This design comes from an exercise in tuning for small area, a short achievable clock period and few clock cycles per item on the open sky130 flow, not from production work. Function was checked by simulation only, so behaviour that the tests miss may differ from the original. No activity file was given, so power comes from the tool's default toggle rates.

<file path="flow/design.v">
package muldiv_pkg;
  typedef enum logic [2:0] {
    MD_MUL    = 3'b000,
    MD_MULH   = 3'b001,
    MD_MULHSU = 3'b010,
    MD_MULHU  = 3'b011,
    MD_DIV    = 3'b100,
    MD_DIVU   = 3'b101,
    MD_REM    = 3'b110,
    MD_REMU   = 3'b111
  } md_func_t;
  typedef enum logic [2:0] {
    ST_IDLE = 3'd0,
    ST_MUL  = 3'd1,
    ST_DIV  = 3'd2,
    ST_FIX  = 3'd3,
    ST_DONE = 3'd4
  } md_state_t;
  function automatic logic is_div(input md_func_t f);
    is_div = (f == muldiv_pkg::MD_DIV) || (f == muldiv_pkg::MD_DIVU) || (f == muldiv_pkg::MD_REM) || (f == muldiv_pkg::MD_REMU);
  endfunction
endpackage
module div_iter #(
  parameter int DWIDTH = 32
) (
  input  logic              clock,
  input  logic              reset,
  input  logic              load,
  input  logic [DWIDTH-1:0] dividend,
  input  logic [DWIDTH-1:0] divisor,
  output logic [DWIDTH-1:0] quotient,
  output logic [DWIDTH-1:0] remainder,
  output logic              last
);
  localparam int CW = $clog2(DWIDTH + 1);
  logic [DWIDTH-1:0] r_rem;
  logic [DWIDTH-1:0] r_quo;
  logic [DWIDTH-1:0] r_dvs;
  logic [CW-1:0]     r_cnt;
  logic [DWIDTH:0]   w_shift;
  logic [DWIDTH:0]   w_trial;
  assign w_shift = {r_rem, r_quo[DWIDTH-1]};
  assign w_trial = w_shift - {1'b0, r_dvs};
  always_ff @(posedge clock) begin
    if (reset) begin
      r_rem <= '0;
      r_quo <= '0;
      r_dvs <= '0;
      r_cnt <= '0;
    end else if (load) begin
      r_rem <= '0;
      r_quo <= dividend;
      r_dvs <= divisor;
      r_cnt <= CW'(DWIDTH);
    end else if (r_cnt != '0) begin
      if (!w_trial[DWIDTH]) begin
        r_rem <= w_trial[DWIDTH-1:0];
        r_quo <= {r_quo[DWIDTH-2:0], 1'b1};
      end else begin
        r_rem <= w_shift[DWIDTH-1:0];
        r_quo <= {r_quo[DWIDTH-2:0], 1'b0};
      end
      r_cnt <= r_cnt - CW'(1);
    end
  end
  assign quotient  = r_quo;
  assign remainder = r_rem;
  assign last      = (r_cnt == CW'(1));
endmodule
module muldiv_seq #(
  parameter int DWIDTH    = 32,
  parameter int FRAC_BITS = 29
) (
  input  logic              clock,
  input  logic              reset,
  input  logic              start,
  input  logic              kill,
  input  logic [2:0]        MDFunc,
  input  logic [DWIDTH-1:0] A,
  input  logic [DWIDTH-1:0] B,
  output logic [DWIDTH-1:0] MDOut,
  output logic              busy,
  output logic              done
);
  localparam int W = 50;   
  logic [31:0]  r_a;       
  logic [3:0]   r_ax;      
  logic [31:0]  r_b;       
  logic [2:0]   r_bx;      
  logic [2:0]   r_f;
  logic [2:0]   r_ff;      
  logic [23:0]  r_plo;     
  logic [W-1:0] r_s;       
  logic [W-1:0] r_c;       
  logic         r_cy;      
  logic         r_first;   
  logic [5:0]   r_one, r_two, r_neg;   
  logic [31:0]  r_out;
  logic         r_busy, r_done;
  logic         st_m, st_fin, st_dx, st_di, st_dc;
  logic [4:0]   r_cnt;
  logic [5:0]   r_ca, r_cb;   
  logic         r_fa, r_fb;   
  logic         r_na, r_nb;   
  wire rk  = reset | kill;
  wire acc = start & ~r_busy & ~rk;
  wire        sgn_a = ~(r_f[1] & r_f[0]);
  wire        sgn_b = ~r_f[1];
  wire [34:0] ax    = {{3{sgn_a & r_a[31]}}, r_a};
  wire [34:0] ax2   = {ax[33:0], 1'b0};
  logic [W-1:0] pp [6];
  always_comb begin
    for (int t = 0; t < 6; t++) begin
      logic [34:0] m;
      m     = (({35{r_one[t]}} & ax) | ({35{r_two[t]}} & ax2)) ^ {35{r_neg[t]}};
      pp[t] = {{(W-35){m[34]}}, m} << (2*t);
    end
  end
  wire bfill = sgn_b & r_b[31];
  logic [W-1:0] kconst;
  always_comb begin
    kconst = '0;
    kconst[10] = r_b[11];
    kconst[22] = r_b[23];
    kconst[34] = bfill;
  end
  logic [W-1:0] xr [6];
  always_comb begin
    xr[0] = pp[0];
    for (int t = 1; t < 6; t++) xr[t] = pp[t] | ({{(W-1){1'b0}}, r_neg[t-1]} << (2*t-2));
  end
  wire [W-1:0] xs = r_first ? kconst : {{12{r_s[W-1]}}, r_s[W-1:12]};
  wire [W-1:0] xc = r_first ? '0     : {{12{r_c[W-1]}}, r_c[W-1:12]};
  function automatic logic [2*W-1:0] csa(input logic [W-1:0] a, input logic [W-1:0] b,
                                         input logic [W-1:0] c);
    csa = {a ^ b ^ c, (a & b) | (a & c) | (b & c)};
  endfunction
  logic [W-1:0] l1s0, l1c0, l1s1, l1c1, l2s0, l2c0, l2s1, l2c1, l3s, l3c, ts, tc;
  always_comb begin
    logic [2*W-1:0] r;
    r = csa(xr[0], xr[1], xr[2]); l1s0 = r[2*W-1:W]; l1c0 = {r[W-2:0], 1'b0};
    r = csa(xr[3], xr[4], xr[5]); l1s1 = r[2*W-1:W]; l1c1 = {r[W-2:0], 1'b0};
    r = csa(l1s0, l1c0, l1s1);    l2s0 = r[2*W-1:W]; l2c0 = {r[W-2:0], 1'b0};
    r = csa(l1c1, xs, xc);        l2s1 = r[2*W-1:W]; l2c1 = {r[W-2:0], 1'b0};
    r = csa(l2s0, l2c0, l2s1);    l3s  = r[2*W-1:W]; l3c  = {r[W-2:0], 1'b0};
    r = csa(l3s, l3c, l2c1);      ts   = r[2*W-1:W]; tc   = {r[W-2:0], 1'b0};
  end
  wire [12:0] chunk = r_first ? 13'd0 : ({1'b0, r_s[11:0]} + {1'b0, r_c[11:1], r_cy});
  wire [39:0] fin   = r_s[39:0] + {r_c[39:1], r_cy};
  wire        m_last    = st_m & (r_cnt == 5'd2);
  wire        m_prelast = st_m & (r_cnt == 5'd1);
  logic [31:0] mres;
  always_comb begin
    case (r_ff[1:0])
      2'd0:    mres = {fin[7:0], r_plo};
      2'd1:    mres = fin[FRAC_BITS-24 +: 32];
      default: mres = fin[39:8];
    endcase
  end
  wire [12:0] nbits = r_busy ? {r_b[23:12], r_b[11]} : {B[11:0], 1'b0};
  logic [5:0] e_one, e_two, e_neg;
  always_comb begin
    for (int t = 0; t < 6; t++) begin
      logic b2, b1, b0;
      b2 = nbits[2*t+2];
      b1 = nbits[2*t+1];
      b0 = nbits[2*t];
      e_one[t] = b1 ^ b0;
      e_two[t] = (b2 & ~b1 & ~b0) | (~b2 & b1 & b0);
      e_neg[t] = b2;
    end
  end
  function automatic logic [2:0] lz8(input logic [7:0] x);
    casez (x)
      8'b1???????: lz8 = 3'd0;
      8'b01??????: lz8 = 3'd1;
      8'b001?????: lz8 = 3'd2;
      8'b0001????: lz8 = 3'd3;
      8'b00001???: lz8 = 3'd4;
      8'b000001??: lz8 = 3'd5;
      8'b0000001?: lz8 = 3'd6;
      default:     lz8 = 3'd7;
    endcase
  endfunction
  function automatic logic [5:0] clz32(input logic [31:0] x);
    logic z3, z2, z1, z0;
    z3 = (x[31:24] == 8'd0);
    z2 = (x[23:16] == 8'd0);
    z1 = (x[15:8]  == 8'd0);
    z0 = (x[7:0]   == 8'd0);
    if (!z3)      clz32 = {3'b000, lz8(x[31:24])};
    else if (!z2) clz32 = {3'b001, lz8(x[23:16])};
    else if (!z1) clz32 = {3'b010, lz8(x[15:8])};
    else if (!z0) clz32 = {3'b011, lz8(x[7:0])};
    else          clz32 = 6'd32;
  endfunction
  function automatic logic ones_tail(input logic [31:0] x);
    ones_tail = &(x[31:1] | ~x[30:0]);
  endfunction
  wire in_sa = ~MDFunc[0] & A[31];
  wire in_sb = ~MDFunc[0] & B[31];
  wire [6:0]  sd      = {1'b0, r_cb} - {1'b0, r_ca} - {6'd0, r_fb} + {6'd0, r_fa};
  wire        dz      = r_cb[5] & ~r_nb;
  wire        dx_skip = st_dx & (sd[6] | dz);
  wire [31:0] ua      = r_na ? -r_a : r_a;
  wire [34:0] bx      = {{3{r_nb}}, r_b};
  wire [34:0] pbx     = (bx ^ {35{r_nb}}) + {34'd0, r_nb};        
  wire [34:0] dalign  = {pbx[33:0], 1'b0} << {sd[4:1], 1'b0};     
  wire [35:0] rem = {r_ax, r_a};
  wire        s0  = r_ax[3];
  wire [35:0] d0  = {1'b0, r_bx, r_b};
  wire [35:0] d1  = {2'b00, r_bx, r_b[31:1]};
  wire [35:0] g0  = d0 ^ {36{~s0}};           
  wire [35:0] tX  = rem + g0 + {35'd0, ~s0};
  wire [35:0] ua0 = rem ^ g0 ^ ~d1;
  wire [35:0] va0 = {((rem & g0) | (rem & ~d1) | (g0 & ~d1)), ~s0};
  wire [35:0] tYa = ua0 + va0 + 36'd1;        
  wire [35:0] ub0 = rem ^ g0 ^ d1;
  wire [35:0] vb0 = {((rem & g0) | (rem & d1) | (g0 & d1)), ~s0};
  wire [35:0] tYb = ub0 + vb0;                
  wire        q1  = ~tX[35];
  wire [35:0] tY  = q1 ? tYa : tYb;
  wire        q2  = ~tY[35];
  wire        di_last = st_di & (r_cnt == 5'd0);
  wire        isrem = r_ff[1];
  wire [31:0] dsel  = isrem ? r_a : r_c[31:0];
  wire        dng   = isrem ? r_na : (r_na ^ r_nb);
  wire [31:0] dneg  = (dsel ^ {32{dng}}) + {31'd0, dng};
  wire [31:0] dres  = (dz & ~isrem) ? 32'hFFFF_FFFF : dneg;
  wire dc_next  = di_last & r_f[1] & tY[35];    
  wire fin_next = m_last | dx_skip | (di_last & ~dc_next) | st_dc;
  wire m_next   = (acc & ~MDFunc[2]) | (st_m & ~m_last);
  wire dx_next  = acc & MDFunc[2];
  wire di_next  = (st_dx & ~dx_skip) | (st_di & ~di_last);
  always_ff @(posedge clock) begin
    if (rk) begin
      st_m   <= 1'b0;
      st_dx  <= 1'b0;
      st_di  <= 1'b0;
      st_dc  <= 1'b0;
      st_fin <= 1'b0;
      r_busy <= 1'b0;
      r_done <= 1'b0;
    end else begin
      st_m   <= m_next;
      st_dx  <= dx_next;
      st_di  <= di_next;
      st_dc  <= dc_next;
      st_fin <= fin_next;
      r_busy <= (m_next & ~m_prelast) | dx_next | di_next | dc_next;
      r_done <= st_fin;
    end
  end
  always_ff @(posedge clock) begin
    if (!r_busy) begin
      r_a  <= A;
      r_b  <= B;
      r_f  <= MDFunc;
      r_ca <= in_sa ? clz32(~A) : clz32(A);
      r_cb <= in_sb ? clz32(~B) : clz32(B);
      r_fa <= in_sa & ones_tail(A);
      r_fb <= in_sb & ones_tail(B);
      r_na <= in_sa;
      r_nb <= in_sb;
    end else if (st_m) begin
      r_b <= {{12{bfill}}, r_b[31:12]};
    end else if (st_dx) begin
      r_a  <= ua;
      r_ax <= 4'd0;
      {r_bx, r_b} <= dalign;
    end else if (st_di) begin
      {r_ax, r_a} <= tY;
      {r_bx, r_b} <= di_last ? {1'b0, r_bx, r_b[31:1]} : {2'b00, r_bx, r_b[31:2]};
    end else if (st_dc) begin
      {r_ax, r_a} <= tX;                       
    end
    r_first <= ~r_busy;
    r_one   <= e_one;
    r_two   <= e_two;
    r_neg   <= e_neg;
    r_s <= ts;
    if (st_di)      r_c <= {r_c[W-3:0], q1, q2};
    else if (st_dx) r_c <= '0;
    else            r_c <= tc;
    if (st_m) begin
      r_cy  <= chunk[12];
      r_plo <= {chunk[11:0], r_plo[23:12]};
    end
    if (fin_next) r_ff <= r_f;
    if (!r_busy)     r_cnt <= 5'd0;
    else if (st_m)   r_cnt <= r_cnt + 5'd1;
    else if (st_dx)  r_cnt <= {1'b0, sd[4:1]};
    else if (st_di)  r_cnt <= r_cnt - 5'd1;
    r_out <= r_ff[2] ? dres : mres;
  end
  assign MDOut = r_out;
  assign busy  = r_busy;
  assign done  = r_done;
endmodule
</file>
<file path="flow/flow/run.sh">
#!/bin/bash
# Standard ORFS layout, with timing repair aimed at a tighter target than the
# 10 ns constraint (the constraint itself is unchanged) and strong port buffers.
set -euo pipefail
bash standard.sh finish \
  "SETUP_SLACK_MARGIN=7.0" \
  "TNS_END_PERCENT=10" \
  "BUFFER_PORTS_ARGS=-buffer_cell sky130_fd_sc_hd__buf_4" \
  > standard_flow.log 2>&1
</file>
<file path="flow/standard.sh">
#!/bin/bash
# synth_recipe.tcl (not shown) runs the flow's synth.tcl, then flattens the netlist and writes it again
# the make line also repeats each setting of config.mk as NAME=value (left out here)
make -C /OpenROAD-flow-scripts/flow DESIGN_CONFIG=/design/flow/config.mk WORK_HOME=/design/flow/orfs CLKGATE_MAP_FILE= SYNTH_SCRIPT=/design/flow/synth_recipe.tcl "${@:-finish}"
</file>
<file path="flow/config.mk">
export PLATFORM = sky130hd
export DESIGN_NAME = muldiv_seq
export DESIGN_NICKNAME = muldiv_seq
export VERILOG_FILES = /design/flow/design.v
export SDC_FILE = /design/flow/constraint.sdc
export NUM_CORES = 4
export LEC_CHECK = 0
export ABC_AREA = 1
export CAP_MARGIN = 20
export CORE_MARGIN = 2
export CORE_UTILIZATION = 40
export PLACE_DENSITY = 0.6
export SLEW_MARGIN = 20
</file>
<file path="flow/constraint.sdc">
create_clock -name core_clock -period 10.0 [get_ports {clock}]
set_input_delay 2.0000 -clock core_clock [delete_from_list [all_inputs] [get_ports {clock}]]
set_output_delay 2.0000 -clock core_clock [all_outputs]
set_load 0.01 [all_outputs]
</file>
==> results of run 1 <==
power by group through the flow:
stage	logic, mW	clock network (mW)	registers [mW]
floorplan	5.36	0	1.73
global placement	8.17	0	1.91
detailed placement	8.22	0	1.91
CTS	8.51	1.48	1.88
global route	10.4	1.52	1.89
finish	9.54	1.48	1.88
registers in the layout (all words and copies together) (netlist names), 24 cells and up:
signal / count
r_c: 50
r_s: 46
r_a: 32
r_b: 32
r_out: 32
r_plo: 24
worst max-delay path by stage:
| stage | depth (start not counted) | to | slack [ns] |
|---|---|---|---|
| 2_1_floorplan | 14 | r_c[44]$_DFF_P_ | 6.56 |
| 3_3_place_gp | 16 | r_a[4]$_DFFE_PP_ | 5.11 |
| 3_5_place_dp | 15 | r_ff[1]$_DFFE_PP_ | 5.10 |
| 4_1_cts | 18 | r_a[1]$_DFFE_PP_ | 6.36 |
| 5_1_grt | 17 | r_a[12]$_DFFE_PP_ | 6.20 |
| 6_report | 17 | r_a[12]$_DFFE_PP_ | 6.24 |
worst max-delay path, cell delays in order, from the launching register on:
cell and delay (ns):
sky130_fd_sc_hd__edfxtp_1 0.43, sky130_fd_sc_hd__buf_12 0.19, sky130_fd_sc_hd__buf_16 0.21, sky130_fd_sc_hd__xor2_4 0.22
sky130_fd_sc_hd__fa_2 0.60, sky130_fd_sc_hd__inv_2 0.05, sky130_fd_sc_hd__ha_4 0.27, sky130_fd_sc_hd__a21oi_2 0.20
sky130_fd_sc_hd__nand2_2 0.11, sky130_fd_sc_hd__nand3_1 0.13, sky130_fd_sc_hd__nand3_4 0.14, sky130_fd_sc_hd__buf_4 0.19
sky130_fd_sc_hd__xnor2_4 0.32, sky130_fd_sc_hd__nand2_1 0.09, sky130_fd_sc_hd__nand3_1 0.11, sky130_fd_sc_hd__nand3_1 0.09
sky130_fd_sc_hd__nand3_1 0.09, sky130_fd_sc_hd__o21ai_0 0.09
per-layer routing:
layer	wire length [um]	vias to the layer above	GRT usage (%)
li1	-	20050	-
met1	75950	21170	46.04
met2	88850	2713	58.93
met3	20460	639	7.981
met4	17420	4	25.73
met5	21	-	0
cells by family after synthesis:
group | count (synthesis)
compound gates | 1045
flops | 277
buf+inv | 1221
mux | 2
fa+ha+maj | 487
xor+xnor | 361
simple gates | 2680
through the flow:
| stage | hold slack (ns) | util, % |
|---|---|---|
| CTS | 0.4447 | 46.06 |
| global route | 0.4547 | 49.82 |
| detailed placement | 0.4129 | 42.80 |
| floorplan | 0.3936 | - |
| finish | 0.4424 | 49.83 |
| global placement | 0.4100 | 42.80 |
cells in the final DEF (no fill, tap or decap), types with 48 or more instances in the layout:
cell type and n:
sky130_fd_sc_hd__nand2_1 1287, sky130_fd_sc_hd__inv_1 917, sky130_fd_sc_hd__nor2_1 479, sky130_fd_sc_hd__nand3_1 476
sky130_fd_sc_hd__buf_4 304, sky130_fd_sc_hd__fa_1 277, sky130_fd_sc_hd__o21ai_0 268, sky130_fd_sc_hd__xor2_1 250
sky130_fd_sc_hd__a21oi_1 248, sky130_fd_sc_hd__o22ai_1 193, sky130_fd_sc_hd__dfxtp_1 152, sky130_fd_sc_hd__edfxtp_1 118
sky130_fd_sc_hd__ha_1 100, sky130_fd_sc_hd__nand2_2 82, sky130_fd_sc_hd__nand4_1 73, sky130_fd_sc_hd__a21oi_2 58
sky130_fd_sc_hd__ha_4 57, sky130_fd_sc_hd__clkbuf_16 55, sky130_fd_sc_hd__xnor2_1 54, sky130_fd_sc_hd__nor3_1 50
sky130_fd_sc_hd__nor2_2 48
layout make-up:
class	instances	area, um2	area share (%)
diodes	5	12.51	0.02518
clock buffers	58	1202	2.420
clock inverters	13	118.9	0.2392
inverters	1009	4050	8.151
multi-input cells	4576	32370	65.15
flip-flops and latches	277	6738	13.56
well taps	1298	1624	3.269
repair buffers	368	3538	7.121
repair inverters	3	30.03	0.06044
what timing repair did:
item | CTS | global route
setup endpoints to repair | 251 | 253
cloned | 5 | 16
pin swaps | 27 | 133
resized for setup | 262 | 583
buffers inserted | 81 | 114
==> results_tabular.tex, run 1 <==
\begin{tabular}{lr}
\hline
Metric & Value \\
\hline
\multicolumn{2}{l}{\textbf{Run status}} \\
Result of the run & timing/DRC/antenna clean \\
\multicolumn{2}{l}{\textbf{Floorplanning}} \\
Overall die area & 102,800 um2 \\
Width of the die & 320.7 um \\
Starting Density & 40.23\% \\
Row count & roughly 120 \\
Ports & 105 \\
Die boundary height & between 300 and 400 um \\
CORE AREA & 99,710 um2 \\
\multicolumn{2}{l}{\textbf{Min path}} \\
Worst hold path stage count & 0 \\
Start point of the worst hold path & r\_plo[14]\$\_SDFFCE\_PP0P\_ \\
Terminating pin of the worst hold path & r\_plo[2]\$\_DFFE\_PP\_ \\
Hold Crit Class & register to register \\
\multicolumn{2}{l}{\textbf{Drt}} \\
WL/cell & 26.65 um \\
Total number of vias & 44,570 \\
Number of remaining DRC errors & 0 \\
Ratio of routed vias to standard cells & 5.859 \\
Post-route antenna net violation count & 0 \\
Router iterations before antenna repair & 8 \\
Routed wire length & 202,700 um \\
Number of DRC markers in iteration 0 & 5,460 \\
\multicolumn{2}{l}{\textbf{Clocking}} \\
Sink Count & around 280 \\
Root buf cell & sky130\_fd\_sc\_hd\_\_clkbuf\_16 \\
Clock Path Buffers & 3 \\
Depth of the CTS H-tree & 2 \\
Worst-skew pair later-pin latency & 0.63 ns \\
Number of buffers created by CTS & 39 \\
Hold\_buf cts & 0 \\
CTS tree & yes \\
Reg clk slew, reported paths & around 0.08 ns \\
\multicolumn{2}{l}{\textbf{Worst setup path}} \\
Critical Path End Type & register \\
Crit path launch & r\_ax[3]\$\_SDFFCE\_PP0P\_ \\
Arrival time worst endpoint & 4.13 ns \\
Startpoint of the lowest-slack register-to-register path & r\_ax[3]\$\_SDFFCE\_PP0P\_ \\
Register-to-register path setup slack & roughly 6.2 ns \\
Worst reg2reg endpoint & r\_a[12]\$\_DFFE\_PP\_ \\
Critical path class & register to register \\
CP required & 10.37 ns \\
Launching element type of the critical path & register \\
Number of cells on the worst reg-to-reg path & 17 \\
Worst-path fanout max & 8 \\
\multicolumn{2}{l}{\textbf{STA}} \\
Total negative setup slack & 0 ns \\
Time the worst path needs with I/O delays and setup & 3.764 ns \\
Finish-stage setup viols & 0 \\
Hold violation total from the final report & 0 \\
Count of final max-slew check failures & 0 \\
Slew at the pin with the worst max-slew slack & 1.124 ns \\
RSZ-0062 raised after global routing & yes \\
Highest Clock Rate & 265.7 MHz \\
Worst-case headroom to the max-slew limit & 24.29\% \\
Final Skew & about 0.058 ns \\
Setup slack of the critical path after layout & 6.236 ns \\
Final worst-path cycle share & a little under two fifths \\
\multicolumn{2}{l}{\textbf{Yosys}} \\
Per-instance average area after synthesis & 6.605 um2 \\
Most used flip-flop cell after synthesis & sky130\_fd\_sc\_hd\_\_dfxtp\_1 \\
Net count of the mapped netlist & between 6,000 and 7,000 \\
Largest area contributor in the synthesized netlist & sky130\_fd\_sc\_hd\_\_fa\_1 \\
Portion of netlist area occupied by mux cells & less than 1\% \\
Gate Count Post-Synth & 6,073 \\
Register bit count reported by yosys & 277 \\
Count of flip-flops with a built-in enable after synthesis & between 100 and 150 \\
Combinational family with the most area after synthesis & simple AND/OR/NAND/NOR gates \\
XOR/XNOR Fraction of Synth Area & under 10\% \\
Basic-gate share of the synthesized area counting and, or, nand and nor cells & 27.85\% \\
Yosys Warn Count & 3 \\
Most frequent cell after synthesis & sky130\_fd\_sc\_hd\_\_nand2\_1 \\
Async SR Flop Fraction & 0\% \\
Post-synthesis cell area & between 40,000 and 50,000 um2 \\
Biggest area contributors in the synthesized netlist & sky130\_fd\_sc\_hd\_\_fa\_1 (15\%), sky130\_fd\_sc\_hd\_\_nand2\_1 (13\%), sky130\_fd\_sc\_hd\_\_inv\_1 (9.2\%), sky130\_fd\_sc\_hd\_\_edfxtp\_1 (8.8\%), sky130\_fd\_sc\_hd\_\_dfxtp\_1 (7.9\%) \\
Share of synthesized area occupied by flip-flops and latches & 16.77\% \\
Distinct cell type count after synthesis & slightly above 60 \\
Yosys top cell area share & 15.27\% \\
Compound-cell area share of the yosys netlist & 14.87\% \\
Synth Area in Adders & 20.92\% \\
Top post-synthesis cells by count & sky130\_fd\_sc\_hd\_\_nand2\_1 (1,393), sky130\_fd\_sc\_hd\_\_inv\_1 (982), sky130\_fd\_sc\_hd\_\_nor2\_1 (558) \\
\multicolumn{2}{l}{\textbf{Placement}} \\
Routability congestion estimate from global placement & 1.033 \\
Placed Cells incl. Taps & 7,315 \\
Total half-perimeter wirelength after legalization and detailed placement & 154,700 um \\
I/O Buffers & around 100 \\
Total placed instance area & 42,680 um2 \\
Worst slack after detailed placement & 5.096 ns \\
\multicolumn{2}{l}{\textbf{GRT}} \\
Maximum number of pins on one net before global-route repair & 74 \\
Total gr overflow & 0 \\
Via count of the first global-routing pass & roughly 42,000 \\
Initial antenna violation count & 8 \\
GRT Util Overall & 37.51\% \\
Global-route wire length before repair & 282,300 um \\
\multicolumn{2}{l}{\textbf{Power}} \\
Switching power & around 7.0 mW \\
Net switching fraction of the power & 53.99\% \\
Logic gate share of total power & around three quarters \\
Design Power & 12.90 mW \\
Internal Pwr Total & 5.937 mW \\
Clock power frac & 11.4\% \\
Power density normalized to cell area & between 200 and 300 nW/um2 \\
Relative contribution of sequential cells to total power & around 15\% \\
Worst ir drop on vdd & 0.1684 mV \\
Lkg Pwr & 22.73 nW \\
\multicolumn{2}{l}{\textbf{Layout}} \\
Fraction of layout cells with a size suffix above 1 & 17.64\% \\
Fill cell count & 10,140 \\
Count of nets after finishing & 6,832 \\
Final non-filler cell area & 49,690 um2 \\
Count of non-filler cells in the finished layout & between 7,000 and 8,000 \\
Area growth, synth to finish & 23.87\% \\
\multicolumn{2}{l}{\textbf{Flow run}} \\
Max-cap check violation count & 0 \\
\hline
\end{tabular}
Testbench counts, summed over its fixed seeds: cycles 11,851, ops 3,200.
==> inputs of run 2 (changes only) <==
--- a/flow/design.v
+++ b/flow/design.v
@@ -90,2 +90,3 @@
   logic [2:0]   r_f;
+  logic         r_asg;     
   logic [2:0]   r_ff;      
@@ -106,5 +107,4 @@
   wire acc = start & ~r_busy & ~rk;
-  wire        sgn_a = ~(r_f[1] & r_f[0]);
   wire        sgn_b = ~r_f[1];
-  wire [34:0] ax    = {{3{sgn_a & r_a[31]}}, r_a};
+  wire [34:0] ax    = {{3{r_asg}}, r_a};
   wire [34:0] ax2   = {ax[33:0], 1'b0};
@@ -258,2 +258,3 @@
       r_f  <= MDFunc;
+      r_asg <= ~(MDFunc[1] & MDFunc[0]) & A[31];
       r_ca <= in_sa ? clz32(~A) : clz32(A);
@@ -272,5 +273,5 @@
       {r_ax, r_a} <= tY;
-      {r_bx, r_b} <= di_last ? {1'b0, r_bx, r_b[31:1]} : {2'b00, r_bx, r_b[31:2]};
+      if (!di_last) {r_bx, r_b} <= {2'b00, r_bx, r_b[31:2]};
     end else if (st_dc) begin
-      {r_ax, r_a} <= tX;                       
+      {r_ax, r_a} <= tYa;                      
     end
--- a/flow/flow/run.sh
+++ b/flow/flow/run.sh
@@ -5,4 +5,4 @@
 bash standard.sh finish \
-  "SETUP_SLACK_MARGIN=7.0" \
-  "TNS_END_PERCENT=10" \
+  "SETUP_SLACK_MARGIN=6.4" \
+  "TNS_END_PERCENT=5" \
   "BUFFER_PORTS_ARGS=-buffer_cell sky130_fd_sc_hd__buf_4" \
==> run 2 against run 1 <==
Effect of this change:
- still clean
- non-clock buffer count shrank 97
- flip-flop and latch count rose by 1
- synthesized area decreased by 6.2%
- power down 12%
- design area shrank 12%
- first-iteration DRC count shrank 10%
- worst hold slack worse by 0.023 ns
- routed wire length fell by 17%
- fmax fell by 0.65%
- largest cell class unchanged
- highest routed layer unchanged
==> results_tabular.tex, run 2 <==
\begin{tabular}{lr}
\hline
Metric & Value \\
\hline
\multicolumn{2}{l}{\textbf{Yosys}} \\
Biggest area contributors in the synthesized netlist & sky130\_fd\_sc\_hd\_\_fa\_1 (16\%), sky130\_fd\_sc\_hd\_\_nand2\_1 (11\%), sky130\_fd\_sc\_hd\_\_edfxtp\_1 (9.5\%), sky130\_fd\_sc\_hd\_\_inv\_1 (8.8\%), sky130\_fd\_sc\_hd\_\_dfxtp\_1 (8.5\%) \\
Count of flip-flops with a built-in enable after synthesis & roughly 120 \\
Most frequent cell after synthesis & sky130\_fd\_sc\_hd\_\_nand2\_1 \\
Yosys top cell area share & 16.23\% \\
Share of synthesized area occupied by flip-flops and latches & 17.96\% \\
Async SR Flop Fraction & 0\% \\
Distinct cell type count after synthesis & 65 \\
Net count of the mapped netlist & 5,989 \\
Per-instance average area after synthesis & 6.925 um2 \\
Register bit count reported by yosys & about 280 \\
Most used flip-flop cell after synthesis & sky130\_fd\_sc\_hd\_\_dfxtp\_1 \\
Post-synthesis cell area & 37,610 um2 \\
Gate Count Post-Synth & 5,432 \\
Top post-synthesis cells by count & sky130\_fd\_sc\_hd\_\_nand2\_1 (1,124), sky130\_fd\_sc\_hd\_\_inv\_1 (881), sky130\_fd\_sc\_hd\_\_nor2\_1 (487) \\
Yosys Warn Count & 3 \\
Largest area contributor in the synthesized netlist & sky130\_fd\_sc\_hd\_\_fa\_1 \\
\multicolumn{2}{l}{\textbf{Floorplanning}} \\
Die boundary height & around 310 um \\
Ports & 105 \\
Overall die area & 96,510 um2 \\
CORE AREA & 93,190 um2 \\
Starting Density & 40.36\% \\
Width of the die & 310.7 um \\
Row count & about 110 \\
\multicolumn{2}{l}{\textbf{GRT}} \\
Maximum number of pins on one net before global-route repair & 72 \\
Global-route wire length before repair & 245,400 um \\
Total gr overflow & 0 \\
Via count of the first global-routing pass & between 30,000 and 40,000 \\
GRT Util Overall & $\sim$34\% \\
Initial antenna violation count & 4 \\
\multicolumn{2}{l}{\textbf{Drt}} \\
Number of remaining DRC errors & 0 \\
Number of DRC markers in iteration 0 & 4,895 \\
Router iterations before antenna repair & 6 \\
Post-route antenna net violation count & 0 \\
Total number of vias & 39,500 \\
Routed wire length & 168,600 um \\
WL/cell & 24.72 um \\
Ratio of routed vias to standard cells & 5.790 \\
\multicolumn{2}{l}{\textbf{Layout}} \\
Top reg by flops & r\_c \\
Registers with the most flip-flops & r\_c x50, r\_s x46 \\
Fraction of layout cells with a size suffix above 1 & 12.86\% \\
Commonest non-fill, non-tap cell in the layout & sky130\_fd\_sc\_hd\_\_nand2\_1 \\
Area growth, synth to finish & 16.58\% \\
Flip-flop count of the largest register, all copies and words added & 50 \\
Count of nets after finishing & 6,099 \\
Antenna diode count & 0 \\
Area occupied by registers & 6765 um2 \\
Utilization of the core after routing & 47.06\% \\
Multi-input gate area & between 20,000 and 30,000 um2 \\
Fill cell count & $\sim$9,500 \\
Top library cells by usage in the layout, fill and taps aside & sky130\_fd\_sc\_hd\_\_nand2\_1 (1,098), sky130\_fd\_sc\_hd\_\_inv\_1 (849), sky130\_fd\_sc\_hd\_\_nor2\_1 (439), sky130\_fd\_sc\_hd\_\_nand3\_1 (420), sky130\_fd\_sc\_hd\_\_fa\_1 (281) \\
\multicolumn{2}{l}{\textbf{Worst setup path}} \\
Launching element type of the critical path & register \\
Arrival time worst endpoint & between 4 and 5 ns \\
Number of cells on the worst reg-to-reg path & 14 \\
CP required & just over 10 ns \\
Critical Path End Type & register \\
Critical path class & register to register \\
Worst-path fanout max & 5 \\
\multicolumn{2}{l}{\textbf{Power}} \\
Design Power & 11.40 mW \\
Lkg Pwr & roughly 20 nW \\
Power density normalized to cell area & between 200 and 300 nW/um2 \\
Worst ir drop on vdd & about 0.19 mV \\
\multicolumn{2}{l}{\textbf{Min path}} \\
Worst hold path stage count & 0 \\
Hold Crit Class & register to register \\
\multicolumn{2}{l}{\textbf{STA}} \\
Highest Clock Rate & 264.0 MHz \\
Final Hold Slack & 0.4194 ns \\
Time the worst path needs with I/O delays and setup & $\sim$3.8 ns \\
Worst-case headroom to the max-slew limit & 28.03\% \\
Slew at the pin with the worst max-slew slack & 1.076 ns \\
Final Skew & $\sim$0.022 ns \\
Total negative setup slack & 0 ns \\
RSZ-0062 raised after global routing & yes \\
Finish-stage setup viols & 0 \\
Hold violation total from the final report & 0 \\
Final worst-path cycle share & approximately 38\% \\
Count of final max-slew check failures & 0 \\
\multicolumn{2}{l}{\textbf{Clocking}} \\
Number of buffers created by CTS & 35 \\
Reg clk slew, reported paths & about 0.07 ns \\
Worst-skew pair later-pin latency & 0.58 ns \\
Sink Count & 278 \\
CTS tree & yes \\
Depth of the CTS H-tree & 2 \\
Clock Path Buffers & 3 \\
Root buf cell & sky130\_fd\_sc\_hd\_\_clkbuf\_16 \\
\multicolumn{2}{l}{\textbf{Run status}} \\
Result of the run & timing/DRC/antenna clean \\
\multicolumn{2}{l}{\textbf{Flow run}} \\
Max-cap check violation count & 0 \\
\multicolumn{2}{l}{\textbf{Placement}} \\
I/O Buffers & 104 \\
Routability congestion estimate from global placement & 1.039 \\
Total half-perimeter wirelength after legalization and detailed placement & 132,400 um \\
\hline
\end{tabular}
==> run 2: cell count changes after synthesis, sizes merged, moves of 22 or more <==
| cell | before | now |
|---|---|---|
| a21oi | 320 | 298 |
| inv | 994 | 893 |
| nand2 | 1395 | 1128 |
| nand3 | 530 | 451 |
| o21ai | 345 | 284 |
| nor2 | 563 | 499 |
==> run 2: metal layers <==
layer | routed length, um | GRT usage, % | part of all wire [%] | vias up
met2 | 74150 | 52.89 | 44 | 2435
met3 | 16670 | 6.352 | 9.9 | 625
li1 | - | - | - | 17850
met1 | 63870 | 42.21 | 38 | 18590
met4 | 13900 | 22.71 | 8.2 | 4
met5 | 27 | 0 | 0.016 | -
==> run 2: what timing repair did <==
| item | 4_1_cts | 5_1_grt |
|---|---|---|
| endpoints found under the setup margin | 192 | 190 |
| pin swaps | 61 | 19 |
| gates cloned | 5 | 3 |
| buffers inserted | 85 | 27 |
| resized for setup | 304 | 163 |
| hold buffers | 0 | 0 |
==> run 2: cells by family (layout without fill, tap and decap cells) <==
group	after synthesis	in the layout	share of synthesized area [%]
flip-flops	278	278	17.96
XOR/XNOR	360	360	8.602
multiplexers	2	2	0.05655
AO/OA/AOI/OAI	966	966	14.86
AND/OR/NAND/NOR	2234	2235	25.00
buffers and inverters	1106	1241	11.26
adder cells (fa/ha/maj)	486	486	22.25
==> run 2: where the power goes <==
part | internal (mW) | switching, mW
Combinational | 3.08 | 5.13
Sequential | 1.56 | 0.301
Clock | 0.763 | 0.567
==> run 2: path summary, 6_finish.rpt <==
check                                           start                 to  slack [ns]
worst max-delay path            r_ax[3]$_SDFFCE_PP0P_  r_a[10]$_DFFE_PP_        6.21
worst max register to register  r_ax[3]$_SDFFCE_PP0P_  r_a[10]$_DFFE_PP_        6.21
worst min register to register       r_f[2]$_DFFE_PN_  r_ff[2]$_DFFE_PP_        0.42
worst min-delay path                 r_f[2]$_DFFE_PN_  r_ff[2]$_DFFE_PP_        0.42
==> run 2: per-stage QoR <==
stage          worst slack (ns)  cell area [um2]  instances
2_1_floorplan             6.382            37620       5432
3_3_place_gp              5.442            39540       6639
3_5_place_dp              5.395            39540       6639
4_1_cts                   6.320            42790       6792
5_1_grt                   6.170            43850       6822
6_report                  6.212            43850       6822
==> run 2: cell type report <==
type	count	share of cell area [%]
well taps	1254	3.578
inverters	906	8.055
repair buffers	271	5.373
flip-flops and latches	278	15.43
repair inverters	1	0.01712
clock buffers	50	2.482
clock inverters	13	0.1969
multi-input cells	4049	64.87
==> run 2: worst max-delay path: stages, from the launching register on <==
cell                        delay [ns]
sky130_fd_sc_hd__edfxtp_1         0.44
sky130_fd_sc_hd__buf_6            0.19
sky130_fd_sc_hd__clkbuf_16        0.20
sky130_fd_sc_hd__xor2_2           0.20
sky130_fd_sc_hd__fa_2             0.68
sky130_fd_sc_hd__inv_4            0.08
sky130_fd_sc_hd__fa_2             0.36
sky130_fd_sc_hd__nand3b_1         0.22
sky130_fd_sc_hd__nor2_2           0.18
sky130_fd_sc_hd__o21ai_0          0.13
sky130_fd_sc_hd__nand2_1          0.15
sky130_fd_sc_hd__buf_4            0.13
sky130_fd_sc_hd__xor2_1           0.06
sky130_fd_sc_hd__o211ai_1         0.38
sky130_fd_sc_hd__a21oi_1          0.12
Testbench counts of run 2, summed over its fixed seeds: cycles 11,851, ops 3,200.
==> inputs of run 3 (changes only) <==
--- a/flow/flow/run.sh
+++ b/flow/flow/run.sh
@@ -5,3 +5,3 @@
 bash standard.sh finish \
-  "SETUP_SLACK_MARGIN=6.4" \
+  "SETUP_SLACK_MARGIN=6.5" \
   "TNS_END_PERCENT=5" \
==> run 3 against run 2 <==
Effect of this change:
- still clean
- final cell count shrank 0.25%
- fmax shrank 1.5%
- via count shrank 1.0%
- global-route usage grew 0.12 points
- critical path depth grew 2
- worst hold slack gained 0.0023 ns
- flip-flop and latch count is the same
- synthesized cell count is the same
- power shrank 3.3%
- sequential power is essentially flat
- clock-buffer cell count is the same
==> results_tabular.tex, run 3 <==
\begin{tabular}{lr}
\hline
Metric & Value \\
\hline
\multicolumn{2}{l}{\textbf{Drt}} \\
Post-route antenna net violation count & 0 \\
Number of remaining DRC errors & 0 \\
Ratio of routed vias to standard cells & 5.745 \\
Met2 WL & 74,170 um \\
Routed wire length & between 150,000 and 200,000 um \\
WL/cell & 24.61 um \\
Router iterations before antenna repair & 6 \\
Highest metal layer with signal wires & met5 \\
Total number of vias & between 30,000 and 40,000 \\
Number of DRC markers in iteration 0 & 4,588 \\
Met3 wirelength from detailed routing & 16,000 um \\
Wire length on met1 & 64,200 um \\
\multicolumn{2}{l}{\textbf{Clocking}} \\
Number of buffers created by CTS & 35 \\
Reg clk slew, reported paths & 0.07 ns \\
CTS tree & yes \\
Sink Count & 278 \\
Depth of the CTS H-tree & 2 \\
Clock Path Buffers & 3 \\
Worst-skew pair later-pin latency & $\sim$0.59 ns \\
Root buf cell & sky130\_fd\_sc\_hd\_\_clkbuf\_16 \\
\multicolumn{2}{l}{\textbf{Worst setup path}} \\
Worst-path cell chain & inv\_1, fa\_1, inv\_1, ha\_1, a21oi\_1, o21ai\_0, a21oi\_1, nor2\_2, nor2\_4, nand3\_1, nand3\_1, nand3\_4, buf\_4, nor2\_1, inv\_1, nand2\_1 \\
Register-to-register path setup slack & 6.15 ns \\
Critical Path End Type & register \\
Critical path class & register to register \\
CP required & around 11 ns \\
Launching element type of the critical path & register \\
Worst-path fanout max & 6 \\
Library cell contributing the largest single delay on the critical path & sky130\_fd\_sc\_hd\_\_fa\_1 \\
Crit path largest cell delay & 0.65 ns \\
Arrival time worst endpoint & 4.35 ns \\
Most frequent cell on the critical path & sky130\_fd\_sc\_hd\_\_inv\_1 \\
\multicolumn{2}{l}{\textbf{Run status}} \\
Result of the run & timing/DRC/antenna clean \\
\multicolumn{2}{l}{\textbf{Yosys}} \\
Distinct cell type count after synthesis & 65 \\
Most frequent cell after synthesis & sky130\_fd\_sc\_hd\_\_nand2\_1 \\
Post-synthesis cell area & 37,610 um2 \\
Top post-synthesis cells by count & sky130\_fd\_sc\_hd\_\_nand2\_1 (1,124), sky130\_fd\_sc\_hd\_\_inv\_1 (881), sky130\_fd\_sc\_hd\_\_nor2\_1 (487) \\
Net count of the mapped netlist & 5,989 \\
Register bit count reported by yosys & 278 \\
Most used flip-flop cell after synthesis & sky130\_fd\_sc\_hd\_\_dfxtp\_1 \\
Biggest area contributors in the synthesized netlist & sky130\_fd\_sc\_hd\_\_fa\_1 (16\%), sky130\_fd\_sc\_hd\_\_nand2\_1 (11\%), sky130\_fd\_sc\_hd\_\_edfxtp\_1 (9.5\%), sky130\_fd\_sc\_hd\_\_inv\_1 (8.8\%), sky130\_fd\_sc\_hd\_\_dfxtp\_1 (8.5\%) \\
Yosys top cell area share & 16.23\% \\
Share of synthesized area occupied by flip-flops and latches & between 15 and 20\% \\
Yosys Warn Count & 3 \\
Largest area contributor in the synthesized netlist & sky130\_fd\_sc\_hd\_\_fa\_1 \\
Async SR Flop Fraction & 0\% \\
Per-instance average area after synthesis & between 6 and 7 um2 \\
Count of flip-flops with a built-in enable after synthesis & 119 \\
Gate Count Post-Synth & $\sim$5,400 \\
\multicolumn{2}{l}{\textbf{Floorplanning}} \\
Width of the die & 310.7 um \\
Starting Density & 40.36\% \\
Overall die area & 96,510 um2 \\
CORE AREA & 93,190 um2 \\
Ports & 105 \\
Row count & 112 \\
Die boundary height & 310.7 um \\
\multicolumn{2}{l}{\textbf{STA}} \\
Total negative setup slack & 0 ns \\
Count of final max-slew check failures & 0 \\
Time the worst path needs with I/O delays and setup & 3.847 ns \\
Finish-stage setup viols & 0 \\
RSZ-0062 raised after global routing & yes \\
Worst-case headroom to the max-slew limit & approximately 28\% \\
Final Skew & 0.02870 ns \\
Final worst-path cycle share & 38.47\% \\
Setup slack of the critical path after layout & 6.153 ns \\
Hold violation total from the final report & 0 \\
Highest Clock Rate & 259.9 MHz \\
Slew at the pin with the worst max-slew slack & between 1 and 1.5 ns \\
Final Hold Slack & about 0.42 ns \\
\multicolumn{2}{l}{\textbf{Placement}} \\
Total half-perimeter wirelength after legalization and detailed placement & approximately 130,000 um \\
I/O Buffers & 104 \\
Placed Cells incl. Taps & 6,633 \\
Routability congestion estimate from global placement & 1.039 \\
Worst slack after detailed placement & about 5.4 ns \\
Total placed instance area & between 30,000 and 40,000 um2 \\
\multicolumn{2}{l}{\textbf{GRT}} \\
GRT Util Overall & 33.84\% \\
Total gr overflow & 0 \\
Maximum number of pins on one net before global-route repair & 97 \\
Initial antenna violation count & 4 \\
Global-route wire length before repair & 245,600 um \\
Via count of the first global-routing pass & approximately 38,000 \\
\multicolumn{2}{l}{\textbf{Layout}} \\
Area growth, synth to finish & 13.42\% \\
Flip-flop count of the largest register, all copies and words added & 50 \\
Final non-filler cell area & 42,660 um2 \\
Commonest non-fill, non-tap cell in the layout & sky130\_fd\_sc\_hd\_\_nand2\_1 \\
Utilization of the core after routing & 45.78\% \\
Top reg by flops & r\_c \\
Fraction of layout cells with a size suffix above 1 & 10.36\% \\
Registers with the most flip-flops & r\_c x50, r\_s x46 \\
Top library cells by usage in the layout, fill and taps aside & sky130\_fd\_sc\_hd\_\_nand2\_1 (1,110), sky130\_fd\_sc\_hd\_\_inv\_1 (849), sky130\_fd\_sc\_hd\_\_nor2\_1 (448), sky130\_fd\_sc\_hd\_\_nand3\_1 (426), sky130\_fd\_sc\_hd\_\_fa\_1 (301) \\
Count of nets after finishing & 6,081 \\
Fill cell count & 9,669 \\
Count of non-filler cells in the finished layout & approximately 7,000 \\
\multicolumn{2}{l}{\textbf{Min path}} \\
Hold Crit Class & register to register \\
\multicolumn{2}{l}{\textbf{Power}} \\
Power density normalized to cell area & $\sim$260 nW/um2 \\
Design Power & 11.02 mW \\
Worst ir drop on vdd & 0.1754 mV \\
Lkg Pwr & 19.92 nW \\
\multicolumn{2}{l}{\textbf{Flow run}} \\
Max-cap check violation count & 0 \\
\hline
\end{tabular}
-- run 3: cell counts after synthesis --
Identical to the previous run, type by type.
-- run 3: timing repair --
action,in CTS,in global routing
gates cloned,4,0
gates resized for setup,202,72
endpoints found under the setup margin,197,199
hold buffers,0,0
buffers inserted,103,0
pin swaps,23,5
endpoints found under the hold margin,0,0
-- run 3: layout make-up --
class / instances / area (um2) / share of cell area, %
clock inverters: 13 / 102.6 / 0.2405
repair inverters: 1 / 7.507 / 0.01760
well taps: 1254 / 1569 / 3.678
flip-flops and latches: 278 / 6765 / 15.86
clock buffers: 50 / 1069 / 2.505
repair buffers: 252 / 2106 / 4.936
diodes: 1 / 2.502 / 0.005865
inverters: 906 / 3528 / 8.270
multi-input cells: 4050 / 27510 / 64.49
-- run 3: worst max-delay path, delay by kind of cell, from the launching register on --
family / cells / cell delay [ns]
AOI/OAI and AO/OA: 3 / 0.68
adders and majority gates: 2 / 1.03
buffers and inverters: 4 / 0.64
DFF: 1 / 0.61
and+or+nand+nor: 7 / 0.81
-- run 3: worst paths after layout --
| path | startpoint | endpoint | cells past startpoint |
|---|---|---|---|
| max | r_b[27]$_DFFE_PP_ | r_busy$_SDFF_PP0_ | 16 |
| min reg2reg | st_fin$_SDFF_PP0_ | r_done$_SDFF_PP0_ | 2 |
| min | st_fin$_SDFF_PP0_ | r_done$_SDFF_PP0_ | 2 |
| max reg2reg | r_b[27]$_DFFE_PP_ | r_busy$_SDFF_PP0_ | 16 |
-- run 3: routing by layer --
metal,up-vias,global-route usage [%]
li1,17810,-
met1,18520,42.04
met2,2188,53.46
met3,569,6.825
met4,8,21.97
met5,-,0.4447
-- run 3: cells by family (layout without fill, tap and decap cells) --
group                      count (synthesis)  after routing  share of synthesized area [%]
adders and majority gates                486            486                          22.25
other                                      0              1                              0
DFF                                      278            278                          17.96
muxes                                      2              2                        0.05655
and+or+nand+nor                         2234           2236                          25.00
buffers and inverters                   1106           1222                          11.26
xor gates and xnor gates                 360            360                          8.602
AOI/OAI and AO/OA                        966            966                          14.86
-- run 3: power by group --
group          leakage, nW  internal [mW]  switching [mW]  total [mW]
Sequential            2.55           1.56           0.296        1.86
Combinational         16.8           2.87            4.94        7.81
Clock                0.589          0.774           0.582        1.36
Total                 19.9           5.20            5.82        11.0
==> inputs of run 4 (changes only) <==
--- a/flow/config.mk
+++ b/flow/config.mk
@@ -11,2 +11,3 @@
 export CORE_UTILIZATION = 40
+export GPL_TIMING_DRIVEN = 1
 export PLACE_DENSITY = 0.6
==> run 4 against run 3 <==
Effect of this change:
- critical path depth unchanged
- synthesized cell count unchanged
- still clean
- power did not move
- final cell count unchanged
- critical path type unchanged
- register-to-register slack hardly changed
- sequential power is essentially flat
- clock power barely moved
- clock-buffer cell count unchanged
- via count stayed put
- first-iteration DRC count is the same
- routed wire length unchanged
- combinational power about the same
==> results_tabular.tex, run 4 <==
\begin{tabular}{lr}
\hline
Metric & Value \\
\hline
\multicolumn{2}{l}{\textbf{Run status}} \\
Result of the run & timing/DRC/antenna clean \\
\multicolumn{2}{l}{\textbf{Clocking}} \\
Sink Count & 278 \\
Root buf cell & sky130\_fd\_sc\_hd\_\_clkbuf\_16 \\
Depth of the CTS H-tree & 2 \\
CTS tree & yes \\
Clock Path Buffers & 3 \\
Number of buffers created by CTS & 35 \\
Reg clk slew, reported paths & 0.07 ns \\
Worst-skew pair later-pin latency & 0.59 ns \\
\multicolumn{2}{l}{\textbf{STA}} \\
RSZ-0062 raised after global routing & yes \\
Count of final max-slew check failures & 0 \\
Total negative setup slack & 0 ns \\
Final worst-path cycle share & 38.47\% \\
Highest Clock Rate & 259.9 MHz \\
Slew at the pin with the worst max-slew slack & 1.081 ns \\
Time the worst path needs with I/O delays and setup & just under 4 ns \\
Hold violation total from the final report & 0 \\
Final Skew & 0.02870 ns \\
Finish-stage setup viols & 0 \\
Worst-case headroom to the max-slew limit & 27.69\% \\
\multicolumn{2}{l}{\textbf{GRT}} \\
Met1 routing resource usage after global routing & 42.04\% \\
Most congested layer reported by global routing & met2 \\
Global routing usage on met2 & 53.46\% \\
Maximum number of pins on one net before global-route repair & 97 \\
Global-route wire length before repair & 245,600 um \\
Via count of the first global-routing pass & 38,030 \\
Total gr overflow & 0 \\
Met3 demand-to-capacity share in global routing & 6.825\% \\
Initial antenna violation count & 4 \\
GRT Util Overall & around 34\% \\
\multicolumn{2}{l}{\textbf{Min path}} \\
Start point of the worst hold path & st\_fin\$\_SDFF\_PP0\_ \\
Hold Crit Class & register to register \\
\multicolumn{2}{l}{\textbf{Yosys}} \\
Most used flip-flop cell after synthesis & sky130\_fd\_sc\_hd\_\_dfxtp\_1 \\
Share of synthesized area occupied by flip-flops and latches & 17.96\% \\
Biggest area contributors in the synthesized netlist & sky130\_fd\_sc\_hd\_\_fa\_1 (16\%), sky130\_fd\_sc\_hd\_\_nand2\_1 (11\%), sky130\_fd\_sc\_hd\_\_edfxtp\_1 (9.5\%), sky130\_fd\_sc\_hd\_\_inv\_1 (8.8\%), sky130\_fd\_sc\_hd\_\_dfxtp\_1 (8.5\%) \\
Distinct cell type count after synthesis & between 60 and 70 \\
Post-synthesis cell area & 37,610 um2 \\
Top post-synthesis cells by count & sky130\_fd\_sc\_hd\_\_nand2\_1 (1,124), sky130\_fd\_sc\_hd\_\_inv\_1 (881), sky130\_fd\_sc\_hd\_\_nor2\_1 (487) \\
Yosys Warn Count & 3 \\
Yosys top cell area share & 16.23\% \\
Count of flip-flops with a built-in enable after synthesis & 119 \\
Most frequent cell after synthesis & sky130\_fd\_sc\_hd\_\_nand2\_1 \\
Register bit count reported by yosys & approximately 280 \\
Per-instance average area after synthesis & 6.925 um2 \\
Net count of the mapped netlist & 5,989 \\
Async SR Flop Fraction & 0\% \\
Largest area contributor in the synthesized netlist & sky130\_fd\_sc\_hd\_\_fa\_1 \\
Gate Count Post-Synth & 5,432 \\
\multicolumn{2}{l}{\textbf{Power}} \\
Switching power & 5.819 mW \\
Net switching fraction of the power & 52.81\% \\
Internal Pwr Total & 5.199 mW \\
Lkg Pwr & 19.92 nW \\
Logic gate share of total power & 70.8\% \\
Clock power frac & 12.3\% \\
Relative contribution of sequential cells to total power & 16.8\% \\
Power density normalized to cell area & 258.3 nW/um2 \\
Worst ir drop on vdd & approximately 0.18 mV \\
Design Power & 11.02 mW \\
\multicolumn{2}{l}{\textbf{Floorplanning}} \\
Starting Density & 40.36\% \\
CORE AREA & 93,190 um2 \\
Row count & between 100 and 150 \\
Ports & 105 \\
Die boundary height & 310.7 um \\
Width of the die & 310.7 um \\
Overall die area & 96,510 um2 \\
\multicolumn{2}{l}{\textbf{Layout}} \\
Commonest non-fill, non-tap cell in the layout & sky130\_fd\_sc\_hd\_\_nand2\_1 \\
Count of nets after finishing & 6,081 \\
Utilization of the core after routing & 45.78\% \\
Top library cells by usage in the layout, fill and taps aside & sky130\_fd\_sc\_hd\_\_nand2\_1 (1,110), sky130\_fd\_sc\_hd\_\_inv\_1 (849), sky130\_fd\_sc\_hd\_\_nor2\_1 (448), sky130\_fd\_sc\_hd\_\_nand3\_1 (426), sky130\_fd\_sc\_hd\_\_fa\_1 (301) \\
Area growth, synth to finish & 13.42\% \\
Flip-flop count of the largest register, all copies and words added & 50 \\
Fraction of layout cells with a size suffix above 1 & 10.36\% \\
Top reg by flops & r\_c \\
Registers with the most flip-flops & r\_c x50, r\_s x46 \\
\multicolumn{2}{l}{\textbf{Worst setup path}} \\
Crit path launch & r\_b[27]\$\_DFFE\_PP\_ \\
Startpoint of the lowest-slack register-to-register path & r\_b[27]\$\_DFFE\_PP\_ \\
CP bufs+invs & 4 \\
Critical path class & register to register \\
Cell family with the largest share of critical-path delay & adder cells \\
Launching element type of the critical path & register \\
Crit path largest cell delay & $\sim$0.65 ns \\
Library cell contributing the largest single delay on the critical path & sky130\_fd\_sc\_hd\_\_fa\_1 \\
CP required & 10.51 ns \\
Arrival time worst endpoint & 4.35 ns \\
Worst-path cell chain & inv\_1, fa\_1, inv\_1, ha\_1, a21oi\_1, o21ai\_0, a21oi\_1, nor2\_2, nor2\_4, nand3\_1, nand3\_1, nand3\_4, buf\_4, nor2\_1, inv\_1, nand2\_1 \\
Critical Path End Type & register \\
Most frequent cell on the critical path & sky130\_fd\_sc\_hd\_\_inv\_1 \\
Worst-path fanout max & 6 \\
\multicolumn{2}{l}{\textbf{Placement}} \\
Routability congestion estimate from global placement & roughly 1.0 \\
I/O Buffers & 104 \\
Total half-perimeter wirelength after legalization and detailed placement & 130,700 um \\
\multicolumn{2}{l}{\textbf{Drt}} \\
Router iterations before antenna repair & 6 \\
WL/cell & 24.61 um \\
Number of remaining DRC errors & 0 \\
Post-route antenna net violation count & 0 \\
Ratio of routed vias to standard cells & 5.745 \\
Routed wire length & about 170,000 um \\
Total number of vias & 39,090 \\
Number of DRC markers in iteration 0 & 4,588 \\
\multicolumn{2}{l}{\textbf{Flow run}} \\
Max-cap check violation count & 0 \\
\hline
\end{tabular}
==> run 4: cell counts after synthesis <==
No cell type changed its count.
==> run 4: power groups by stage <==
stage	Clock [mW]	Combinational, mW	Sequential [mW]
final	1.36	7.81	1.86
after global routing	1.40	8.71	1.87
after CTS	1.36	7.62	1.85
after detailed placement	0	7.38	1.87
after global placement	0	7.32	1.87
after floorplan	0	5.09	1.74
==> run 4: kinds of logic (layout without fill, tap and decap cells) <==
group / Yosys count / count (layout) / synth area share [%]
other: 0 / 1 / 0
AND/OR/NAND/NOR: 2234 / 2236 / 25.00
flip-flops: 278 / 278 / 17.96
multiplexers: 2 / 2 / 0.05655
buffers and inverters: 1106 / 1222 / 11.26
adder cells (fa/ha/maj): 486 / 486 / 22.25
AO/OA/AOI/OAI: 966 / 966 / 14.86
XOR/XNOR: 360 / 360 / 8.602
==> run 4: cell type report <==
type | instances | area, um2
diodes | 1 | 2.502
clock buffers | 50 | 1069
clock inverters | 13 | 102.6
fillers | 9669 | 50530
inverters | 906 | 3528
multi-input cells | 4050 | 27510
flip-flops and latches | 278 | 6765
well taps | 1254 | 1569
repair buffers | 252 | 2106
repair inverters | 1 | 7.507
==> run 4: per-stage QoR <==
step                instance area [um2]  cells  worst slack [ns]  hold WS [ns]
finish                            42660   6805             6.153        0.4216
global route                      42660   6804             6.035        0.4352
CTS                               42360   6803             6.283        0.4281
detailed placement                39490   6633             5.398        0.4163
global placement                  39490   6633             5.440        0.4184
floorplan                         37620   5432             6.400        0.3936
==> run 4: tightest hold or removal path, cell delays in order, from the launching register on <==
cell	delay (ns)
sky130_fd_sc_hd__dfxtp_1	0.30
sky130_fd_sc_hd__inv_1	0.04
sky130_fd_sc_hd__nor2_1	0.04
==> run 4: metal layers <==
layer / wire length (um) / up-vias / share of wire (%)
li1: - / 17810 / -
met1: 64200 / 18520 / 38
met2: 74170 / 2188 / 44
met3: 16000 / 569 / 9.6
met4: 13020 / 8 / 7.8
met5: 94 / - / 0.056
==> run 4: final timing paths <==
kind	slack (ns)	cells past startpoint	endpoint
setup / recovery	6.15	16	r_busy$_SDFF_PP0_
setup reg to reg	6.15	16	r_busy$_SDFF_PP0_
hold / removal	0.42	2	r_done$_SDFF_PP0_
hold reg to reg	0.42	2	r_done$_SDFF_PP0_
==> run 4: what timing repair did <==
action / CTS / global route
cloned: 4 / 0
setup buffers: 103 / 0
pin swaps: 23 / 5
hold buffers: 0 / 0
resized for setup: 202 / 72
setup endpoints to repair: 197 / 199
==> inputs of run 5 (changes only) <==
--- a/flow/flow/run.sh
+++ b/flow/flow/run.sh
@@ -5,4 +5,4 @@
 bash standard.sh finish \
-  "SETUP_SLACK_MARGIN=6.5" \
-  "TNS_END_PERCENT=5" \
+  "SETUP_SLACK_MARGIN=6.6" \
+  "TNS_END_PERCENT=3" \
   "BUFFER_PORTS_ARGS=-buffer_cell sky130_fd_sc_hd__buf_4" \
--- a/flow/config.mk
+++ b/flow/config.mk
@@ -11,3 +11,2 @@
 export CORE_UTILIZATION = 40
-export GPL_TIMING_DRIVEN = 1
 export PLACE_DENSITY = 0.6
==> run 5 against run 4 <==
Effect of this change:
- register-to-register slack gained 0.07 ns
- synthesized area is the same
- combinational power is 4.5% higher
- worst setup slack better by 0.075 ns
- synthesized cell count did not move
- sequential power barely moved
- critical path type unchanged
- critical endpoint is now r_a[16]$_DFFE_PP_
- largest cell class unchanged
==> results_tabular.tex, run 5 <==
\begin{tabular}{lr}
\hline
Metric & Value \\
\hline
\multicolumn{2}{l}{\textbf{Power}} \\
Power density normalized to cell area & 256.8 nW/um2 \\
Worst ir drop on vdd & 0.1273 mV \\
Design Power & 11.38 mW \\
Lkg Pwr & a little over 20 nW \\
\multicolumn{2}{l}{\textbf{Layout}} \\
Top reg by flops & r\_c \\
Registers with the most flip-flops & r\_c x50, r\_s x46 \\
Utilization of the core after routing & 47.53\% \\
Top library cells by usage in the layout, fill and taps aside & sky130\_fd\_sc\_hd\_\_nand2\_1 (1,079), sky130\_fd\_sc\_hd\_\_inv\_1 (846), sky130\_fd\_sc\_hd\_\_nor2\_1 (434), sky130\_fd\_sc\_hd\_\_nand3\_1 (411), sky130\_fd\_sc\_hd\_\_fa\_1 (282) \\
Count of nets after finishing & 6,105 \\
Commonest non-fill, non-tap cell in the layout & sky130\_fd\_sc\_hd\_\_nand2\_1 \\
Fraction of layout cells with a size suffix above 1 & between 10\% and 20\% \\
Flip-flop count of the largest register, all copies and words added & 50 \\
Area growth, synth to finish & 17.76\% \\
\multicolumn{2}{l}{\textbf{Clocking}} \\
Root buf cell & sky130\_fd\_sc\_hd\_\_clkbuf\_16 \\
Sink Count & 278 \\
Depth of the CTS H-tree & 2 \\
Reg clk slew, reported paths & 0.06 ns \\
Clock Path Buffers & 3 \\
CTS tree & yes \\
Worst-skew pair later-pin latency & 0.57 ns \\
Hold\_buf cts & 0 \\
Number of buffers created by CTS & 35 \\
\multicolumn{2}{l}{\textbf{Drt}} \\
WL/cell & 24.66 um \\
Number of DRC markers in iteration 0 & $\sim$4,500 \\
Ratio of routed vias to standard cells & 5.770 \\
Total number of vias & 39,390 \\
Number of remaining DRC errors & 0 \\
Routed wire length & 168,400 um \\
Post-route antenna net violation count & 0 \\
Router iterations before antenna repair & 7 \\
\multicolumn{2}{l}{\textbf{Worst setup path}} \\
Library cell contributing the largest single delay on the critical path & sky130\_fd\_sc\_hd\_\_edfxtp\_1 \\
Crit path largest cell delay & 0.46 ns \\
Worst-path fanout max & 5 \\
Register-to-register path setup slack & between 6 and 7 ns \\
Launching element type of the critical path & register \\
Worst-path cell chain & buf\_6, buf\_12, buf\_12, nand2\_8, nand2\_4, fa\_1, inv\_2, ha\_4, inv\_4, fa\_2, nand3b\_1, nand2\_1, nand3\_1, nand3\_2, nand2\_1, nand2\_2, xnor2\_1, a21oi\_1, o21ai\_2, a21oi\_1 \\
Critical path class & register to register \\
Arrival time worst endpoint & 4.07 ns \\
Critical Path End Type & register \\
CP required & 10.30 ns \\
\multicolumn{2}{l}{\textbf{Yosys}} \\
Async SR Flop Fraction & 0\% \\
Yosys Warn Count & 3 \\
Most used flip-flop cell after synthesis & sky130\_fd\_sc\_hd\_\_dfxtp\_1 \\
Per-instance average area after synthesis & 6.925 um2 \\
Yosys top cell area share & 16.23\% \\
Count of flip-flops with a built-in enable after synthesis & around 120 \\
Register bit count reported by yosys & 278 \\
Share of synthesized area occupied by flip-flops and latches & 17.96\% \\
Gate Count Post-Synth & 5,432 \\
Net count of the mapped netlist & 5,989 \\
Distinct cell type count after synthesis & 65 \\
Largest area contributor in the synthesized netlist & sky130\_fd\_sc\_hd\_\_fa\_1 \\
Biggest area contributors in the synthesized netlist & sky130\_fd\_sc\_hd\_\_fa\_1 (16\%), sky130\_fd\_sc\_hd\_\_nand2\_1 (11\%), sky130\_fd\_sc\_hd\_\_edfxtp\_1 (9.5\%), sky130\_fd\_sc\_hd\_\_inv\_1 (8.8\%), sky130\_fd\_sc\_hd\_\_dfxtp\_1 (8.5\%) \\
Most frequent cell after synthesis & sky130\_fd\_sc\_hd\_\_nand2\_1 \\
Top post-synthesis cells by count & sky130\_fd\_sc\_hd\_\_nand2\_1 (1,124), sky130\_fd\_sc\_hd\_\_inv\_1 (881), sky130\_fd\_sc\_hd\_\_nor2\_1 (487) \\
Post-synthesis cell area & around 38,000 um2 \\
\multicolumn{2}{l}{\textbf{STA}} \\
Hold violation total from the final report & 0 \\
Final worst-path cycle share & 37.72\% \\
RSZ-0062 raised after global routing & yes \\
Final Hold Slack & 0.4209 ns \\
Highest Clock Rate & 265.1 MHz \\
Setup slack of the critical path after layout & 6.228 ns \\
Worst-case headroom to the max-slew limit & between 10 and 15\% \\
Slew at the pin with the worst max-slew slack & 1.302 ns \\
Count of final max-slew check failures & 0 \\
Final Skew & roughly 0.018 ns \\
Total negative setup slack & 0 ns \\
Time the worst path needs with I/O delays and setup & around 3.8 ns \\
Finish-stage setup viols & 0 \\
\multicolumn{2}{l}{\textbf{Floorplanning}} \\
Starting Density & 40.36\% \\
Width of the die & a little over 300 um \\
Die boundary height & between 300 and 400 um \\
CORE AREA & 93,190 um2 \\
Overall die area & 96,510 um2 \\
Ports & 105 \\
Row count & between 100 and 150 \\
\multicolumn{2}{l}{\textbf{Run status}} \\
Result of the run & timing/DRC/antenna clean \\
\multicolumn{2}{l}{\textbf{GRT}} \\
Total gr overflow & 0 \\
GRT Util Overall & 33.63\% \\
Via count of the first global-routing pass & 37,920 \\
Maximum number of pins on one net before global-route repair & slightly above 90 \\
Initial antenna violation count & 3 \\
Global-route wire length before repair & 245,200 um \\
\multicolumn{2}{l}{\textbf{Placement}} \\
Total half-perimeter wirelength after legalization and detailed placement & around 130,000 um \\
Worst slack after detailed placement & 5.580 ns \\
I/O Buffers & $\sim$100 \\
Routability congestion estimate from global placement & 1.010 \\
\multicolumn{2}{l}{\textbf{Flow run}} \\
Max-cap check violation count & 0 \\
\multicolumn{2}{l}{\textbf{Min path}} \\
Hold Crit Class & register to register \\
\hline
\end{tabular}
run 5: cell counts after synthesis:
Identical to the previous run, type by type.
run 5: repair_timing:
item	in CTS	in global routing
setup endpoints to repair	201	195
setup buffers	83	31
hold endpoints to repair	0	0
gates cloned	9	2
pin swaps	72	66
resized for setup	388	165
run 5: path summary, 6_finish.rpt:
path                                       startpoint                end  cells past startpoint
worst max-delay path            r_ax[3]$_SDFFCE_PP0P_  r_a[16]$_DFFE_PP_                     20
worst min-delay path                 r_f[2]$_DFFE_PN_  r_ff[2]$_DFFE_PP_                      0
worst max register to register  r_ax[3]$_SDFFCE_PP0P_  r_a[16]$_DFFE_PP_                     20
worst min register to register       r_f[2]$_DFFE_PN_  r_ff[2]$_DFFE_PP_                      0
run 5: kinds of logic after synthesis:
kind of cell	Yosys count	share of synthesized area [%]
AOI/OAI and AO/OA	966	14.86
xor gates and xnor gates	360	8.602
adders and majority gates	486	22.25
buffers and inverters	1106	11.26
DFF	278	17.96
muxes	2	0.05655
and+or+nand+nor	2234	25.00
run 5: metal layers:
layer / vias up / track usage [%] / share of wire, %
met5: - / 0 / 0.021
li1: 17850 / - / -
met4: 6 / 20.61 / 7.6
met2: 2240 / 54.70 / 45
met1: 18760 / 42.09 / 38
met3: 544 / 5.045 / 8.7
run 5: power by group:
part,switching (mW),internal [mW],total [mW]
registers,0.302,1.56,1.86
logic,5.08,3.07,8.16
clock network,0.568,0.790,1.36
run 5: stage by stage:
| stage | std cells | instance area [um2] |
|---|---|---|
| final | 6827 | 44290 |
| after global routing | 6826 | 44290 |
| after CTS | 6792 | 43190 |
| after detailed placement | 6639 | 39540 |
| after global placement | 6639 | 39540 |
| after floorplan | 5432 | 37650 |
run 5: cell type report:
cell class / count / area, um2
Antenna cell: 1 / 2.502
Fill cell: 9539 / 48900
Tap cell: 1254 / 1569
Inverter: 906 / 3515
Sequential cell: 278 / 6766
Timing Repair Buffer: 274 / 2442
Multi-Input combinational cell: 4051 / 28800
Clock inverter: 14 / 138.9
Timing Repair inverter: 2 / 12.51
Clock buffer: 47 / 1046
run 5: critical path, delay by kind of cell, from the launching register on:
| kind | cells | cell delay (ns) |
|---|---|---|
| AO/OA/AOI/OAI | 3 | 0.39 |
| XOR/XNOR | 1 | 0.18 |
| adder cells (fa/ha/maj) | 3 | 1.00 |
| buffers and inverters | 5 | 0.58 |
| flip-flops | 1 | 0.46 |
| AND/OR/NAND/NOR | 8 | 0.90 |

static timing again, ports no longer ideal:
The flow's constraints put no driver on any port. The routed layouts listed below were extracted and timed again, unchanged, in two steps. Step 1 sets driving cells, clkbuf_16 on the clock port and buf_2 on the other inputs (assumed; they add their load-dependent delay and slew). Step 2 times the ports against the registers' clock, not the clock port: input delays grow and output delays shrink by t, the midpoint of the rising clock arrivals with the driver on. Three values: no drivers, after step 1, after step 2; two values: the first two.
run | t (ns) | setup slack, ns | worst slew at a driven data input, ns
run 1 | 0.687 | 6.236 / 6.236 / 5.901 | 0.10
run 2 | 0.630 | 6.212 / 6.212 / 5.813 | 0.05
run 3 | 0.639 | 6.153 / 6.153 / 5.715 | 0.05
run 4 | 0.639 | 6.153 / 6.153 / 5.715 | 0.05
run 5 | 0.623 | 6.228 / 6.228 / 5.740 | 0.05
After both steps setup and hold are still met in every run listed. The setup slack of run 5, which loses most, moves by 0.000 ns with the drivers and by -0.488 ns with both steps.
